From an optimization exercise on the open Yosys and OpenROAD flow, aimed at small area and a short achievable clock period; shortcuts taken in it are not production practice. Power is estimated from default activity; no workload was simulated.

==> module stream_fifo, before the edit <==
module stream_fifo (
   input  logic                 pclk,
   input  logic                 prst_n,
   input  logic                 i_push,
   input  axis_pkg::axis_word_t i_wdata,
   output logic                 o_full,
   input  logic                 i_pop,
   output axis_pkg::axis_word_t o_rdata,
   output logic                 o_empty,
   output logic                 o_rdy_lvl
);
   localparam int DEPTH = 2**5;
   localparam int DW    = 32;
   logic [DEPTH*DW-1:0]  mem;
   localparam int WLO = 4;
   localparam int WHI = DEPTH / WLO;
   logic [WLO-1:0]       wsel_lo;
   logic [WHI-1:0]       wsel_hi;
   logic [DEPTH-1:0]     rsel;
   axis_pkg::fifo_lvl_t  lvl;
   axis_pkg::fifo_lvl_t  lvl_nxt;
   logic                 tready_q;
   logic                 full_q;
   logic                 rd_q;
   logic                 empty_q;
   logic                 rdy_q;
   logic                 wr_en;
   logic                 rd_en;
   assign o_full    = ~tready_q;
   assign o_empty   = empty_q;
   assign o_rdy_lvl = rdy_q;
   assign wr_en = i_push & ~full_q;
   assign rd_en = i_pop;
   always_ff @(posedge pclk) begin
      for (int i = 0; i < DEPTH; i++) begin
         if (wr_en && wsel_lo[i % WLO] && wsel_hi[i / WLO]) begin
            mem[i*DW +: DW] <= i_wdata;
         end
      end
   end
   always_comb begin
      o_rdata = '0;
      for (int i = 0; i < DEPTH; i++) begin
         o_rdata = o_rdata | ({DW{rsel[i]}} & mem[i*DW +: DW]);
      end
   end
   logic inc;
   logic dec;
   logic lvl_eq1;
   logic lvl_eq31;
   logic lvl_ge8;
   logic lvl_gt8;
   logic lvl_ge10;
   assign inc = wr_en & ~rd_en;
   assign dec = rd_en & ~wr_en;
   assign lvl_eq1  = (lvl == axis_pkg::fifo_lvl_t'(1));
   assign lvl_eq31 = (lvl == axis_pkg::fifo_lvl_t'(DEPTH-1));
   assign lvl_ge8  = (lvl >= axis_pkg::fifo_lvl_t'(8));
   assign lvl_gt8  = (lvl >  axis_pkg::fifo_lvl_t'(8));
   assign lvl_ge10 = (lvl >= axis_pkg::fifo_lvl_t'(8+2));
   axis_pkg::fifo_lvl_t lvl_up;
   axis_pkg::fifo_lvl_t lvl_dn;
   assign lvl_up  = lvl + 1'b1;
   assign lvl_dn  = lvl - 1'b1;
   assign lvl_nxt = ({(5+1){inc}} & lvl_up) |
                    ({(5+1){dec}} & lvl_dn) |
                    ({(5+1){~inc & ~dec}} & lvl);
   always_ff @(posedge pclk) begin
      if (!prst_n) begin
         wsel_lo  <= WLO'(1);
         wsel_hi  <= WHI'(1);
         rsel     <= DEPTH'(1);
         lvl      <= '0;
         tready_q <= 1'b1;
         full_q   <= 1'b0;
         rd_q     <= 1'b0;
         empty_q  <= 1'b1;
         rdy_q    <= 1'b0;
      end else begin
         if (wr_en) begin
            wsel_lo <= {wsel_lo[WLO-2:0], wsel_lo[WLO-1]};
            if (wsel_lo[WLO-1]) begin
               wsel_hi <= {wsel_hi[WHI-2:0], wsel_hi[WHI-1]};
            end
         end
         rd_q <= rd_en;
         if (rd_q) begin
            rsel <= {rsel[DEPTH-2:0], rsel[DEPTH-1]};
         end
         lvl      <= lvl_nxt;
         tready_q <= (inc & ~lvl_eq31) | dec | (~inc & ~dec & tready_q);
         full_q   <= (inc & lvl_eq31) | (~inc & ~dec & full_q);
         empty_q  <= (dec & lvl_eq1) | (~inc & ~dec & empty_q);
         rdy_q    <= (inc & lvl_ge8) | (dec & lvl_ge10) | (~inc & ~dec & lvl_gt8);
      end
   end
endmodule
==> module pixel_unpack, before the edit <==
module pixel_unpack (
   input  logic              pclk,
   input  logic              prst_n,
   input  logic              i_pop_vld,
   input  logic              i_pop_str,
   output logic              o_pop,
   input  axis_pkg::axis_word_t i_rdata,
   input  logic              i_empty,
   output logic              o_pop_cyc_str,
   output logic              o_pop_cyc_q,
   output video_pkg::pixel_t o_pdat
);
   localparam int PW = 8;
   localparam int DW = 32;
   video_pkg::px_sel_t   px_cnt;
   video_pkg::px_sel_t   px_cnt_nxt;
   logic                 px0_q;
   logic                 ld_q;
   axis_pkg::axis_word_t word_sr;
   always_comb begin
      px_cnt_nxt = px_cnt;
      if (i_pop_str) begin
         px_cnt_nxt = '0;
      end else if (i_pop_vld) begin
         px_cnt_nxt = px_cnt + 1'b1;
      end
   end
   assign o_pop_cyc_str = (px_cnt_nxt == '0);
   assign o_pop_cyc_q   = px0_q;
   assign o_pop = i_pop_vld & px0_q & ~i_empty;
   always_ff @(posedge pclk) begin
      if (!prst_n) begin
         px_cnt <= '0;
         px0_q  <= 1'b1;
         ld_q   <= 1'b1;
      end else begin
         px_cnt <= px_cnt_nxt;
         px0_q  <= o_pop_cyc_str;
         ld_q   <= px0_q;
      end
   end
   always_ff @(posedge pclk) begin
      word_sr[DW-1:DW-PW] <= i_rdata[DW-1:DW-PW];
      if (ld_q) begin
         word_sr[DW-PW-1:0] <= i_rdata[DW-PW-1:0];
      end else begin
         word_sr[DW-PW-1:0] <= word_sr[DW-1:PW];
      end
   end
   assign o_pdat = word_sr[PW-1:0];
endmodule
clock: 3.3 ns
lec_check: 0
abc_clock_period_in_ps: 1500
cap_margin: 20
core_margin: 2
core_utilization: 40
cts_cluster_diameter: 100
cts_cluster_size: 25
setup_slack_margin: 1.5
slew_margin: 20
standard.sh (not shown) runs the stock make flow with config.mk's settings and CLKGATE_MAP_FILE= SYNTH_SCRIPT=/design/flow/synth_recipe.tcl, a recipe that flattens the netlist after the stock synthesis.
==> flow/flow/run.sh <==
#!/bin/bash
# Layout flow: the standard flow, with clock tree synthesis told not to add
# dummy balancing loads and the port buffers made with a plain buffer cell
set -o pipefail
bash standard.sh \
  CTS_ARGS="-sink_clustering_enable -repair_clock_nets -sink_clustering_size 25 -sink_clustering_max_diameter 100 -dont_use_dummy_load" \
  BUFFER_PORTS_ARGS="-buffer_cell sky130_fd_sc_hd__buf_2" \
  finish > standard.log 2>&1
Rerun with:
--- a/flow/design.v
+++ b/flow/design.v
@@ -43,8 +43,9 @@
    localparam int WHI = DEPTH / WLO;
    logic [WLO-1:0]       wsel_lo;
    logic [WHI-1:0]       wsel_hi;
    logic [DEPTH-1:0]     rsel;
+   logic [DEPTH-1:0]     rsel_r;
    axis_pkg::fifo_lvl_t  lvl;
    axis_pkg::fifo_lvl_t  lvl_nxt;
    logic                 tready_q;
    logic                 full_q;
@@ -67,9 +68,12 @@
    end
    always_comb begin
       o_rdata = '0;
       for (int i = 0; i < DEPTH; i++) begin
-         o_rdata = o_rdata | ({DW{rsel[i]}} & mem[i*DW +: DW]);
+         o_rdata[DW/2-1:0] = o_rdata[DW/2-1:0] |
+                             ({(DW/2){rsel[i]}} & mem[i*DW +: DW/2]);
+         o_rdata[DW-1:DW/2] = o_rdata[DW-1:DW/2] |
+                              ({(DW/2){rsel_r[DEPTH-1-i]}} & mem[i*DW+DW/2 +: DW/2]);
       end
    end
    logic inc;
    logic dec;
@@ -96,8 +100,9 @@
       if (!prst_n) begin
          wsel_lo  <= WLO'(1);
          wsel_hi  <= WHI'(1);
          rsel     <= DEPTH'(1);
+         rsel_r   <= {1'b1, {(DEPTH-1){1'b0}}};
          lvl      <= '0;
          tready_q <= 1'b1;
          full_q   <= 1'b0;
          rd_q     <= 1'b0;
@@ -111,9 +116,10 @@
             end
          end
          rd_q <= rd_en;
          if (rd_q) begin
-            rsel <= {rsel[DEPTH-2:0], rsel[DEPTH-1]};
+            rsel   <= {rsel[DEPTH-2:0], rsel[DEPTH-1]};
+            rsel_r <= {rsel_r[0], rsel_r[DEPTH-1:1]};
          end
          lvl      <= lvl_nxt;
          tready_q <= (inc & ~lvl_eq31) | dec | (~inc & ~dec & tready_q);
          full_q   <= (inc & lvl_eq31) | (~inc & ~dec & full_q);
@@ -302,9 +308,8 @@
    localparam int DW = 32;
    video_pkg::px_sel_t   px_cnt;
    video_pkg::px_sel_t   px_cnt_nxt;
    logic                 px0_q;
-   logic                 ld_q;
    axis_pkg::axis_word_t word_sr;
    always_comb begin
       px_cnt_nxt = px_cnt;
       if (i_pop_str) begin
@@ -319,24 +324,22 @@
    always_ff @(posedge pclk) begin
       if (!prst_n) begin
          px_cnt <= '0;
          px0_q  <= 1'b1;
-         ld_q   <= 1'b1;
       end else begin
          px_cnt <= px_cnt_nxt;
          px0_q  <= o_pop_cyc_str;
-         ld_q   <= px0_q;
       end
    end
    always_ff @(posedge pclk) begin
       word_sr[DW-1:DW-PW] <= i_rdata[DW-1:DW-PW];
-      if (ld_q) begin
+      if (px0_q) begin
          word_sr[DW-PW-1:0] <= i_rdata[DW-PW-1:0];
       end else begin
          word_sr[DW-PW-1:0] <= word_sr[DW-1:PW];
       end
+      o_pdat <= word_sr[PW-1:0];
    end
-   assign o_pdat = word_sr[PW-1:0];
 endmodule
 `default_nettype wire
 `default_nettype none
 module axi4s2v (
The new run ran to the end with no violations.
Register-to-register slack improves by 0.04 ns.
Power goes up by a few percent.
Count of clock-buffer cells in the layout is higher by 2.
Die area climbs by a few percent.
Global-route usage came out lower by 2.2 points.
Combinational power goes up by roughly a tenth.
Sequential share of layout area rises by 0.98 points.
Core utilization is lower by 0.53 points.
No run of this note included a check of the RTL's function; only the layout flow was run.

==> re-timing with driven ports <==
How much do the figures lean on ideal ports? The routed layouts below were timed once more, with nothing changed but the port constraints.
Step 1 assumes that a clkbuf_16 drives the clock port and a buf_2 every other input.
Step 2 also shifts input and output timing later by t, the mid clock arrival at the registers, as if the neighbouring blocks saw the same clock.
Slacks: no drivers / after step 1 / after step 2; pairs: no drivers / after step 1.
run | shift t [ns] | setup slack, ns | worst hold slack (ns) | worst setup path at the end | pins driven straight from the clock port
the first run | 0.711 | 1.413 / 1.413 / 1.104 | 0.195 / 0.161 / 0.435 | input to register | 1
the second run | 0.720 | 1.455 / 1.453 / 1.178 | 0.163 / 0.122 / 0.333 | input to register | 1
After both steps every run listed still meets setup and hold. The setup slack of the first run, which loses most, moves by 0.000 ns with the drivers and by -0.309 ns with both steps.
